Background: an optimization exercise with open tools, aiming at small area. Do not read the settings as production practice. Only simulation tests tie the RTL to the original design; equivalence was not proved. No activity file was given, so power comes from the tool's default toggle rates.

Setup of build 8:
// rhythm_slot_regularity_tracker_unit
module rhythm_slot_regularity_tracker_unit (
    input  wire logic        aclk,
    input  wire logic        aresetn,
    input  wire logic        s_valid,
    output logic             s_ready,
    input  wire logic [13:0] s_data,
    output logic             m_valid,
    input  wire logic        m_ready,
    output logic [35:0]      m_data,
    input  wire logic        cfg_valid,
    output logic             cfg_ready,
    input  wire logic [0:0]  cfg_index,
    input  wire logic [15:0] cfg_data
);
    localparam logic [3:0] ST_INIT = 4'd8;
    localparam logic [3:0] ST_IDLE = 4'd9;
    logic [7:0]  hist [16];
    logic [7:0]  refr [16];
    logic [3:0]  pos;
    logic [3:0]  st;
    logic        mv_q;
    logic [7:0]  mean_q;      
    logic [15:0] score_q;     
    logic        c_q;         
    logic [7:0]  act_q;
    logic [7:0]  lim_q;       
    logic        limhi_q;     
    logic [12:0] r_q;         
    logic [4:0]  n_q;         
    logic [7:0]  raw_q;
    logic        dis_q;
  ...
Size in the first run: roughly 340 flip-flops, roughly 75 I/O pins, ~11000 µm² of cells after synthesis.
Settings: LEC_CHECK=0, CAP_MARGIN=20, CORE_MARGIN=2, CORE_UTILIZATION=60, CTS_BUF_LIST=sky130_fd_sc_hd__clkbuf_16, CTS_CLUSTER_DIAMETER=150, CTS_CLUSTER_SIZE=26, SLEW_MARGIN=20; clock period 10.0 ns.
standard.sh (not shown) runs the stock make flow with config.mk's settings and CLKGATE_MAP_FILE= SYNTH_SCRIPT=/design/flow/synth_recipe.tcl, a recipe that flattens the netlist after the stock synthesis.
==> flow/flow/run.sh <==
#!/bin/bash
# The standard layout, except that the port buffers are the smallest
# buffer cell (sky130_fd_sc_hd__buf_1) instead of the default pick.
# The whole make output is kept in std_flow.log; ORFS's per-step logs are
# under orfs/logs/.
set -euo pipefail
export BUFFER_PORTS_ARGS="-buffer_cell sky130_fd_sc_hd__buf_1"
bash standard.sh > std_flow.log 2>&1
Both conditions hold for build 8: the flow ran to the end and the final layout passed the timing, design-rule and antenna checks.
> inputs changed (build 8 -> build 49)
==> flow/flow/run.sh <==
#!/bin/bash
# The standard layout with two changes:
#  - port buffers use the smallest buffer cell (sky130_fd_sc_hd__buf_1);
#  - clock tree: larger sink clusters on clkbuf_16, no dummy loads.
# The whole make output is kept in std_flow.log; ORFS's per-step logs are
# under orfs/logs/.
set -euo pipefail
export BUFFER_PORTS_ARGS="-buffer_cell sky130_fd_sc_hd__buf_1"
export CTS_ARGS="-sink_clustering_enable -repair_clock_nets -sink_clustering_size 28 -sink_clustering_max_diameter 150 -buf_list sky130_fd_sc_hd__clkbuf_16 -dont_use_dummy_load"
bash standard.sh > std_flow.log 2>&1
--- a/flow/config.mk
+++ b/flow/config.mk
@@ -9,6 +9,3 @@
 export CORE_MARGIN = 2
-export CORE_UTILIZATION = 60
-export CTS_BUF_LIST = sky130_fd_sc_hd__clkbuf_16
-export CTS_CLUSTER_DIAMETER = 150
-export CTS_CLUSTER_SIZE = 26
+export CORE_UTILIZATION = 70
 export SLEW_MARGIN = 20
--- outcome ---
Build 8 reached the final stage; the timing, design-rule and antenna checks on its layout passed. Build 49 was carried through to the last stage, and its layout satisfied the timing, design-rule and antenna checks. Between build 8 and build 49, clock skew is lower for build 8, build 49 comes in above that. The clock-cell share of area of build 49 is lower than that of build 8. Diff build 8 -> build 49: proportion of synthesized flip-flops having asynchronous set or reset neither gained nor lost much; worst setup slack comparable; met3 usage in global routing increased 1.3 points; cell area power density shrank by 0.86%.
> inputs changed (build 49 -> build 48)
--- a/flow/flow/run.sh
+++ b/flow/flow/run.sh
@@ -1,3 +1,6 @@
 #!/bin/bash
-# The standard layout with two changes:
+# The standard layout (standard.sh) with three changes:
+#  - synthesis maps the logic with an area-oriented ABC script
+#    (flow/abc_area.script) in place of ORFS's abc_speed.script; registers
+#    are mapped exactly as in the standard synthesis (ABC does not touch them);
 #  - port buffers use the smallest buffer cell (sky130_fd_sc_hd__buf_1);
@@ -7,2 +10,7 @@
 set -euo pipefail
+here=$(pwd)
+rm -rf "$here/scripts"
+cp -r "$FLOW_HOME/scripts" "$here/scripts"
+cp "$here/flow/abc_area.script" "$here/scripts/abc_speed.script"
+export SCRIPTS_DIR="$here/scripts"
 export BUFFER_PORTS_ARGS="-buffer_cell sky130_fd_sc_hd__buf_1"
==> flow/flow/abc_area.script (new file) <==
strash
dch -f
amap
topo
dnsize -c
--- a/flow/config.mk
+++ b/flow/config.mk
@@ -9,3 +9,3 @@
 export CORE_MARGIN = 2
-export CORE_UTILIZATION = 70
+export CORE_UTILIZATION = 40
 export SLEW_MARGIN = 20
### Flow results
- Build 48 did not stop at any stage, and its layout met the timing, design-rule and antenna checks.
- Higher worst hold slack among build 49 and build 48: build 49
- In build 48, core utilization is lower than in build 49.
- Comparing build 49 and build 48, floorplan die area is lower on build 49.
- Looking at buffer share of cell area, build 48 sits above build 49.

-- port drivers added, routing unchanged --
In the flow no input, the clock included, has a driving cell. The finished layouts below were timed again as built, in two steps. Step 1 (the two cells are an assumption about what drives the block):
set clk [get_ports {aclk}]
set_driving_cell -lib_cell sky130_fd_sc_hd__clkbuf_16 $clk
set_driving_cell -lib_cell sky130_fd_sc_hd__buf_2 [delete_from_list [all_inputs] $clk]
Step 2 times the ports against the registers' clock, not the clock port: input delays grow and output delays shrink by t, the midpoint of the rising clock arrivals with the driver on. Three values: no drivers, after step 1, after step 2; two values: the first two.
| run | shift t [ns] | setup WS [ns] | worst setup path after step 2 |
|---|---|---|---|
| build 8 | 0.534 | 4.943 / 4.905 / 4.905 | input to output |
| build 49 | 0.532 | 4.944 / 4.908 / 4.908 | input to output |
| build 48 | 0.535 | 4.677 / 4.677 / 4.501 | input to register |
After both steps setup and hold are still met in every run listed. The setup slack of build 48, which loses most, moves by 0.000 ns with the drivers and by -0.176 ns with both steps.
